This design comes from an exercise in tuning for small area, a short achievable clock period and few clock cycles on the open sky130 flow, not from production work.
At most, simulation tests tie the RTL to the original design; equivalence was not proved.
Power figures rest on the tool's default switching activity, not on a simulated workload.

job 6569:
Design requant_argmax_pipe, start of the top module:
module requant_argmax_pipe #(
  parameter int ACC_W       = 25,
  parameter int OUT_W       = 8,
  parameter int MULT_W      = 16,
  parameter int SHIFT_W     = 5,
  parameter int NUM_CLASSES = 10,
  parameter int IDX_W       = $clog2(NUM_CLASSES)
) (
  input  logic                     clk,
  input  logic                     rst_n,
  input  logic                     cfg_load,
  input  logic signed [ACC_W-1:0]  cfg_bias,
  input  logic        [MULT_W-1:0] cfg_mult,
  input  logic       [SHIFT_W-1:0] cfg_shift,
  input  logic                     cfg_round,
  input  logic signed [OUT_W-1:0]  cfg_offset,
  input  logic signed [OUT_W-1:0]  cfg_min,
  input  logic signed [OUT_W-1:0]  cfg_max,
  output logic                     busy,
  input  logic                     in_valid,
  output logic                     in_ready,
  input  logic signed [ACC_W-1:0]  in_data,
  input  logic                     in_last,
  output logic                     out_valid,
  input  logic                     out_ready,
  output logic signed [OUT_W-1:0]  out_data,
  output logic                     out_last,
  output logic                     argmax_valid,
  output logic        [IDX_W-1:0]  argmax_idx,
  output logic signed [OUT_W-1:0]  argmax_val
);
  localparam int CW = $clog2(NUM_CLASSES + 1);
  localparam logic signed [OUT_W-1:0] OMIN = {1'b1, {(OUT_W-1){1'b0}}};
  localparam logic signed [OUT_W-1:0] OMAX = {1'b0, {(OUT_W-1){1'b1}}};
  logic signed [24:0] bias_q;
  logic        [8:0]  bone_q;
  logic        [7:0]  btwo_q, bneg_q;
  logic        [4:0]  shift_q;
  logic               rc_q;        
  logic signed [7:0]  offset_q, min_q, max_q;
  logic        [8:0]  bone_d;
  logic        [7:0]  btwo_d, bneg_d;
  logic        [17:0] mx;
  always_comb begin
    mx = {2'b00, cfg_mult};
    for (int i = 0; i < 9; i++) begin
      bone_d[i] = mx[2*i] ^ (i == 0 ? 1'b0 : mx[2*i-1]);
    end
    for (int i = 0; i < 8; i++) begin
      btwo_d[i] = (mx[2*i+1] & ~mx[2*i] & ~(i == 0 ? 1'b0 : mx[2*i-1])) |
                  (~mx[2*i+1] & mx[2*i] & (i == 0 ? 1'b0 : mx[2*i-1]));
      bneg_d[i] = mx[2*i+1] & ~(mx[2*i] & (i == 0 ? 1'b0 : mx[2*i-1]));
    end
  end
  logic cfg_en;
  assign cfg_en = cfg_load && !busy_q && !in_valid;
  always_ff @(posedge clk) begin
    if (!rst_n) begin
      bias_q   <= '0;
      bone_q   <= 9'd1;
  ...
Size: ~2900 cells after synthesis, about 360 flip-flops, ~130 I/O pins.
==> flow/config.mk <==
export PLATFORM = sky130hd
export DESIGN_NAME = requant_argmax_pipe
export DESIGN_NICKNAME = requant_argmax_pipe
export VERILOG_FILES = /design/flow/design.v
export SDC_FILE = /design/flow/constraint.sdc
export NUM_CORES = 4
export LEC_CHECK = 0
export CAP_MARGIN = 20
export CORE_MARGIN = 2
export CORE_UTILIZATION = 40
export SLEW_MARGIN = 20
==> flow/constraint.sdc <==
create_clock -name core_clock -period 12.0 [get_ports {clk}]
set_input_delay 2.4000 -clock core_clock [delete_from_list [all_inputs] [get_ports {clk}]]
set_output_delay 2.4000 -clock core_clock [all_outputs]
set_load 0.01 [all_outputs]
standard.sh (not shown) runs the stock make flow with config.mk's settings and CLKGATE_MAP_FILE= SYNTH_SCRIPT=/design/flow/synth_recipe.tcl, a recipe that flattens the netlist after the stock synthesis.
==> flow/flow/run.sh <==
#!/bin/bash
# The standard ORFS layout (standard.sh), with two changes to how it is
# made: repair_timing aims for 8.5 ns of setup slack at the design's clock
# period, and the port buffers are buf_2.
set -euo pipefail
bash standard.sh SETUP_SLACK_MARGIN=8.5 "BUFFER_PORTS_ARGS=-buffer_cell sky130_fd_sc_hd__buf_2" finish > standard_flow.log 2>&1
Job 6569 finished every stage and its layout cleared the timing, DRC and antenna checks.
Testbench counts of job 6569, summed over its fixed seeds: cycles 9,640.
Relative to job 6569, the following input files were edited for job 4913:
==> flow/flow/run.sh <==
#!/bin/bash
# The standard ORFS layout (standard.sh), with two changes to how it is
# made: repair_timing aims for 8.8 ns of setup slack at the design's clock
# period, and the port buffers are buf_2.
set -euo pipefail
bash standard.sh SETUP_SLACK_MARGIN=8.8 "BUFFER_PORTS_ARGS=-buffer_cell sky130_fd_sc_hd__buf_2" finish > standard_flow.log 2>&1
==> run summary <==
In the flow results for job 6569 and job 4913, the final area is smaller on job 6569.
When job 4913 is set beside job 6569, its global routing met1 resource utilization turns out to be 0.20 points smaller.
Summary of job 4913 over job 6569: fraction of area in clock buffers and inverters now sits lower; worst setup margin lost 0.055 ns.
Job 6569 reports its path type of the worst setup path as input port to flip-flop while job 4913 reports flip-flop to output pin.
Utilization (lower): job 6569
Of job 6569 and job 4913, job 4913 shows the higher total wire length after detailed routing, with job 6569 below it.
Taking job 6569 as the reference point, the synthesis-to-finish area growth of job 4913 rises by 11 points.
The final reports for job 4913 and job 6569 show period utilization higher in the former.
Job 4913 ended with more relative slew slack than job 6569.
Per the comparison of job 4913 with job 6569, global-route wire length before repair now sits higher, hold slack now sits at about the same level.
[inputs] job 2889 vs job 4913
- an added CTS_CLUSTER_DIAMETER of 80
- an added CTS_CLUSTER_SIZE of 25
==> flow/flow/run.sh <==
#!/bin/bash
# The standard ORFS layout (standard.sh), with two changes to how it is
# made: repair_timing aims for 8.5 ns of setup slack at the design's clock
# period, and the port buffers are buf_2.
set -euo pipefail
bash standard.sh SETUP_SLACK_MARGIN=8.5 "BUFFER_PORTS_ARGS=-buffer_cell sky130_fd_sc_hd__buf_2" finish > standard_flow.log 2>&1
Findings:
No run among job 2889 and job 4913 stopped early or left any final violation; all are clean. As of job 2889, post-route cell area had fallen by more than 10% compared to job 4913. Where total power draw is concerned, job 4913 is outperformed by job 2889. Re routed wire length: job 2889 is 7.7% down on job 4913. The higher critical path data arrival time of job 2889 and job 4913 is in job 4913. Maximum clock frequency was lower in job 4913 than in job 2889.

* * *

Starting RTL as in the previous note.
==> flow/config.mk <==
export PLATFORM = sky130hd
export DESIGN_NAME = requant_argmax_pipe
export DESIGN_NICKNAME = requant_argmax_pipe
export VERILOG_FILES = /design/flow/design.v
export SDC_FILE = /design/flow/constraint.sdc
export NUM_CORES = 4
export LEC_CHECK = 0
export CAP_MARGIN = 20
export CORE_MARGIN = 2
export CORE_UTILIZATION = 40
export CTS_CLUSTER_DIAMETER = 100
export CTS_CLUSTER_SIZE = 30
export SLEW_MARGIN = 20
==> flow/constraint.sdc <==
create_clock -name core_clock -period 12.0 [get_ports {clk}]
set_input_delay 2.4000 -clock core_clock [delete_from_list [all_inputs] [get_ports {clk}]]
set_output_delay 2.4000 -clock core_clock [all_outputs]
set_load 0.01 [all_outputs]
==> flow/flow/run.sh <==
#!/bin/bash
# The standard ORFS layout (standard.sh), with two changes to how it is
# made: repair_timing aims for 8.5 ns of setup slack at the design's clock
# period, and the port buffers are buf_2.
set -euo pipefail
bash standard.sh SETUP_SLACK_MARGIN=8.5 "BUFFER_PORTS_ARGS=-buffer_cell sky130_fd_sc_hd__buf_2" finish > standard_flow.log 2>&1
Testbench counts at the start, summed over its fixed seeds: cycles 9,640.
Next try:
Settings changed: CORE_UTILIZATION 40 to 55, CTS_BUF_LIST set to sky130_fd_sc_hd__clkbuf_4 sky130_fd_sc_hd__clkbuf_8, CTS_CLUSTER_DIAMETER 100 to not set, CTS_CLUSTER_SIZE 30 to not set.
What happened: Sequential power hardly moves. Synthesized area is unchanged. Via count is higher by 2.1%.

* * *

## run A
requant_argmax_pipe, a different RTL version from the one above (not shown whole).
Size: roughly 2900 cells after synthesis, roughly 370 flip-flops, about 130 I/O pins, about 27000 sq um of cells after synthesis.
==> flow/config.mk <==
export PLATFORM = sky130hd
export DESIGN_NAME = requant_argmax_pipe
export DESIGN_NICKNAME = requant_argmax_pipe
export VERILOG_FILES = /design/flow/design.v
export SDC_FILE = /design/flow/constraint.sdc
export NUM_CORES = 4
export LEC_CHECK = 0
export CAP_MARGIN = 20
export CORE_MARGIN = 2
export CORE_UTILIZATION = 40
export CTS_CLUSTER_DIAMETER = 80
export CTS_CLUSTER_SIZE = 25
export SLEW_MARGIN = 20
==> flow/constraint.sdc <==
create_clock -name core_clock -period 12.0 [get_ports {clk}]
set_input_delay 2.4000 -clock core_clock [delete_from_list [all_inputs] [get_ports {clk}]]
set_output_delay 2.4000 -clock core_clock [all_outputs]
set_load 0.01 [all_outputs]
Scripts as last shown in full above: flow/flow/run.sh
Relative to run A, the following input files were edited for run B:
Settings: an added ABC_AREA of 1.
==> flow/flow/run.sh <==
#!/bin/bash
# The standard ORFS layout (standard.sh), with two changes to how it is
# made: repair_timing aims for 8.35 ns of setup slack at the design's clock
# period, and the port buffers are buf_2.
set -euo pipefail
bash standard.sh SETUP_SLACK_MARGIN=8.35 "BUFFER_PORTS_ARGS=-buffer_cell sky130_fd_sc_hd__buf_2" finish > standard_flow.log 2>&1
Results
Across run B and run A, none had a timing, DRC or antenna violation. The standard cells in run B occupy less silicon area than those in run A do. Delta (run B minus run A): total vias in the final route grew by 417; parity-gate share of the synthesized area counting xor and xnor cells decreased 0.39 points; power went up by about 9%; fmax moved up; sequential cell area in the final layout dropped 73 sq um. [compare] base=run A new=run B: share of post-route cells with drive strength above 1 down 4.8 points; mean post-synth cell area moved down.
Function was not checked in any run of this note: the RTL went through the layout flow alone.

* * *

wip/umber:
Another version of the RTL of requant_argmax_pipe (not shown whole).
Size: ~370 flip-flops, ~130 I/O pins.
export LEC_CHECK = 0
export ABC_AREA = 1
export CAP_MARGIN = 20
export CORE_MARGIN = 2
export CORE_UTILIZATION = 40
export CTS_CLUSTER_DIAMETER = 80
export CTS_CLUSTER_SIZE = 25
export SLEW_MARGIN = 20
create_clock -name core_clock -period 12.0 [get_ports {clk}]
==> flow/flow/run.sh <==
#!/bin/bash
# The standard ORFS layout (standard.sh), with two changes to how it is
# made: repair_timing aims for 8.5 ns of setup slack at the design's clock
# period, and the port buffers are buf_2.
set -euo pipefail
bash standard.sh SETUP_SLACK_MARGIN=8.5 "BUFFER_PORTS_ARGS=-buffer_cell sky130_fd_sc_hd__buf_2" finish > standard_flow.log 2>&1
Testbench counts of wip/umber, summed over its fixed seeds: cycles 9,640.
#### Input delta (wip/raven over wip/umber)
- CTS_BUF_LIST: unset -> sky130_fd_sc_hd__clkbuf_16
- CTS_CLUSTER_SIZE: 25 -> 30
- CTS_CLUSTER_DIAMETER: 80 -> 100
- TNS_END_PERCENT: unset -> 5
Changes observed in wip/raven relative to wip/umber: shortest clock period the worst path allows after layout moved up, worst setup slack moved down. Against wip/umber, reported net switching power in wip/raven fell by a few percent. NOTE sum of internal, switching and leakage power wip/umber->wip/raven decreased by a few percent. Between wip/raven and wip/umber, it is wip/raven whose setup fix buffers added after clock tree synthesis is lower, by about 50%. Clock network power share: higher on wip/umber. Of the two values seen for startpoint of the worst setup timing path, bneg_q[0] was produced by wip/raven and od_q[1] by wip/umber. On wip/raven: wire length of the first global-routing pass is about 0.8% lower than what wip/umber gave.
Here is what was changed in the inputs of wip/onyx compared with wip/raven.
- a deleted TNS_END_PERCENT that had been 5
- a change of CTS_CLUSTER_SIZE from 30 to 25
- a deleted CTS_BUF_LIST that had been sky130_fd_sc_hd__clkbuf_16
- a change of CTS_CLUSTER_DIAMETER from 100 to 80
==> flow/flow/run.sh <==
#!/bin/bash
# The standard ORFS layout (standard.sh), with two changes to how it is
# made: repair_timing aims for 8.6 ns of setup slack at the design's clock
# period, and the port buffers are buf_2.
set -euo pipefail
bash standard.sh SETUP_SLACK_MARGIN=8.6 "BUFFER_PORTS_ARGS=-buffer_cell sky130_fd_sc_hd__buf_2" finish > standard_flow.log 2>&1
For the shortest period the worst path allows, wip/onyx came in 0.042 ns lower than wip/raven did.
In the reports for wip/onyx and wip/raven, the smaller sum of internal, switching and leakage power belongs to wip/raven.
Taking wip/raven as the reference point, the slew of the pin with the lowest slew margin of wip/onyx rises by 0.021 ns.
Comparing wip/onyx and wip/raven, the lower core utilization is on wip/raven.
In wip/onyx the area growth from synthesis to final layout turned out 5.4 points higher than in wip/raven.
## Diff of input files: wip/amber against wip/onyx
==> flow/flow/run.sh <==
#!/bin/bash
# The standard ORFS layout (standard.sh), with two changes to how it is
# made: repair_timing aims for 8.35 ns of setup slack at the design's clock
# period, and the port buffers are buf_2.
set -euo pipefail
bash standard.sh SETUP_SLACK_MARGIN=8.35 "BUFFER_PORTS_ARGS=-buffer_cell sky130_fd_sc_hd__buf_2" finish > standard_flow.log 2>&1
### Flow results
- wip/amber: full flow OK, the timing, DRC and antenna checks passed
- A last element of the critical path of out_data[3] is what wip/amber shows, while out_data[1] belongs to wip/onyx.
- Summary of wip/amber over wip/onyx: portion of total power attributed to sequential cells rose 0.6 points, total number of vias fell 3.6%, total length of routed wires fell 5300 um.

* * *

requant_argmax_pipe, a different RTL version from the one above (not shown whole).
For scale: ~2,800 cells after synthesis, ~360 flip-flops, roughly 130 I/O pins, ~0.026 sq mm of cells after synthesis.
clock: 12.0 ns
lec_check: 0
cap_margin: 20
core_margin: 2
core_utilization: 40
cts_cluster_diameter: 80
cts_cluster_size: 25
slew_margin: 20
==> flow/flow/run.sh <==
#!/bin/bash
# The standard ORFS layout (standard.sh), with two changes to how it is
# made: repair_timing aims for 8.35 ns of setup slack at the design's clock
# period, and the port buffers are buf_2.
set -euo pipefail
bash standard.sh SETUP_SLACK_MARGIN=8.35 "BUFFER_PORTS_ARGS=-buffer_cell sky130_fd_sc_hd__buf_2" finish > standard_flow.log 2>&1
The first run completed without violations.
Testbench counts at the start, summed over its fixed seeds: cycles 9,640.
Then changed:
--- a/flow/config.mk
+++ b/flow/config.mk
@@ -7,2 +7,3 @@
 export LEC_CHECK = 0
+export ABC_AREA = 1
 export CAP_MARGIN = 20
After rerunning:
- cell count is higher by about 11%
- global-route usage rose by 0.12 points
- power went up by about 13%

* * *

rev 12:
requant_argmax_pipe with an RTL version that a note above also has.
Size: roughly 370 flip-flops, ~27000 µm² of cells after synthesis.
// requant_argmax_pipe
module requant_argmax_pipe #(
  parameter int ACC_W       = 25,
  parameter int OUT_W       = 8,
  parameter int MULT_W      = 16,
  parameter int SHIFT_W     = 5,
  parameter int NUM_CLASSES = 10,
  parameter int IDX_W       = $clog2(NUM_CLASSES)
) (
  input  logic                     clk,
  input  logic                     rst_n,
  input  logic                     cfg_load,
  input  logic signed [ACC_W-1:0]  cfg_bias,
  input  logic        [MULT_W-1:0] cfg_mult,
  input  logic       [SHIFT_W-1:0] cfg_shift,
  input  logic                     cfg_round,
  input  logic signed [OUT_W-1:0]  cfg_offset,
  input  logic signed [OUT_W-1:0]  cfg_min,
  input  logic signed [OUT_W-1:0]  cfg_max,
  output logic                     busy,
  input  logic                     in_valid,
  output logic                     in_ready,
  input  logic signed [ACC_W-1:0]  in_data,
  input  logic                     in_last,
  output logic                     out_valid,
  input  logic                     out_ready,
  output logic signed [OUT_W-1:0]  out_data,
  output logic                     out_last,
  output logic                     argmax_valid,
  output logic        [IDX_W-1:0]  argmax_idx,
  output logic signed [OUT_W-1:0]  argmax_val
);
export LEC_CHECK = 0
export ABC_AREA = 1
export CAP_MARGIN = 20
export CORE_MARGIN = 2
export CORE_UTILIZATION = 40
export CTS_BUF_LIST = sky130_fd_sc_hd__clkbuf_16
export CTS_CLUSTER_DIAMETER = 100
export CTS_CLUSTER_SIZE = 30
export SLEW_MARGIN = 20
create_clock -name core_clock -period 12.0 [get_ports {clk}]
==> flow/flow/run.sh <==
#!/bin/bash
# The standard ORFS layout (standard.sh), with two changes to how it is
# made: repair_timing aims for 8.5 ns of setup slack at the design's clock
# period, and the port buffers are buf_1.
set -euo pipefail
bash standard.sh SETUP_SLACK_MARGIN=8.5 "BUFFER_PORTS_ARGS=-buffer_cell sky130_fd_sc_hd__buf_1" finish > standard_flow.log 2>&1
In summary, rev 12 completed successfully, with a layout that passed the timing, DRC and antenna checks.
Testbench counts of rev 12, summed over its fixed seeds: cycles 9,640.
diff inputs: rev 12 => rev 13
# rev 12
export LEC_CHECK = 0
export ABC_AREA = 1
export CAP_MARGIN = 20
export CORE_MARGIN = 2
export CORE_UTILIZATION = 40
export CTS_BUF_LIST = sky130_fd_sc_hd__clkbuf_16
export CTS_CLUSTER_DIAMETER = 100
export CTS_CLUSTER_SIZE = 30
export SLEW_MARGIN = 20
create_clock -name core_clock -period 12.0 [get_ports {clk}]
# rev 13
export LEC_CHECK = 0
export ABC_AREA = 1
export CAP_MARGIN = 20
export CORE_MARGIN = 2
export CORE_UTILIZATION = 40
export CTS_CLUSTER_DIAMETER = 90
export CTS_CLUSTER_SIZE = 28
export SLEW_MARGIN = 20
create_clock -name core_clock -period 12.0 [get_ports {clk}]
==> flow/flow/run.sh <==
#!/bin/bash
# The standard ORFS layout (standard.sh), with two changes to how it is
# made: repair_timing aims for 8.5 ns of setup slack at the design's clock
# period, and the port buffers are buf_2.
set -euo pipefail
bash standard.sh SETUP_SLACK_MARGIN=8.5 "BUFFER_PORTS_ARGS=-buffer_cell sky130_fd_sc_hd__buf_2" finish > standard_flow.log 2>&1
### Flow results
Every stage of the flow completed for rev 13, and the final layout passed the timing, DRC and antenna checks. Rev 12: no failed stages, no open violations at the end. Rev 13 ended up with od_q[1]$_DFF_P_ as its critical path startpoint; rev 12 ended up with ol_q$_DFF_P_. The sequential share of layout area of rev 13 is lower than that of rev 12. Diff rev 12 -> rev 13: post-synthesis cell count comparable; worst vdd rail ir drop moved down; number of endpoints failing setup at the final stage ~0 delta; via count shows an increase of 294; utilization went up. Changes observed in rev 13 relative to rev 12: final worst-path cycle share neither gained nor lost much, final critical delay including setup and external delays picked up an extra 0.0054 ns.

## static timing again, ports no longer ideal
Ports are ideal in the flow. The routed layouts listed here were re-timed in OpenROAD.
Step 1: set_driving_cell puts a clkbuf_16 on clk and a buf_2 on each other input, an assumption about the parent block.
Step 2, shift: input delay + t, output delay - t, t = (earliest + latest rising clock arrival at the registers) / 2. This alone moves slack from input paths to output paths.
Slacks: ideal ports / drivers / drivers and shift; pairs: ideal ports / drivers.
| run | t (ns) | setup slack, ns | slew at the worst register clock pin (ns) |
|---|---|---|---|
| job 6569 | 0.633 | 8.428 / 8.363 / 7.826 | 0.07 / 0.07 |
| job 4913 | 0.619 | 8.373 / 8.310 / 7.811 | 0.06 / 0.06 |
| job 2889 | 0.639 | 8.390 / 8.324 / 7.843 | 0.10 / 0.10 |
| the first run of note 2 | 0.627 | 8.408 / 8.341 / 7.857 | 0.12 / 0.12 |
| the second run of note 2 | 0.714 | 8.322 / 8.266 / 7.806 | 0.07 / 0.07 |
| run A | 0.627 | 8.153 / 8.153 / 7.985 | 0.10 / 0.10 |
| run B | 0.651 | 8.413 / 8.349 / 7.913 | 0.10 / 0.10 |
| wip/umber | 0.637 | 8.506 / 8.446 / 8.011 | 0.10 / 0.10 |
| wip/raven | 0.626 | 8.468 / 8.432 / 8.038 | 0.12 / 0.12 |
| wip/onyx | 0.645 | 8.509 / 8.448 / 8.105 | 0.10 / 0.10 |
| wip/amber | 0.627 | 8.379 / 8.325 / 7.891 | 0.11 / 0.11 |
| the first run of note 5 | 0.617 | 8.398 / 8.340 / 7.832 | 0.10 / 0.10 |
| the second run of note 5 | 0.647 | 8.376 / 8.323 / 7.812 | 0.10 / 0.10 |
| rev 12 | 0.617 | 8.523 / 8.459 / 8.086 | 0.12 / 0.12 |
| rev 13 | 0.617 | 8.517 / 8.458 / 8.027 | 0.12 / 0.12 |
After both steps setup and hold are still met in every run listed. For job 6569, which loses most, drivers alone change the setup slack by -0.065 ns; drivers and shift together by -0.602 ns.
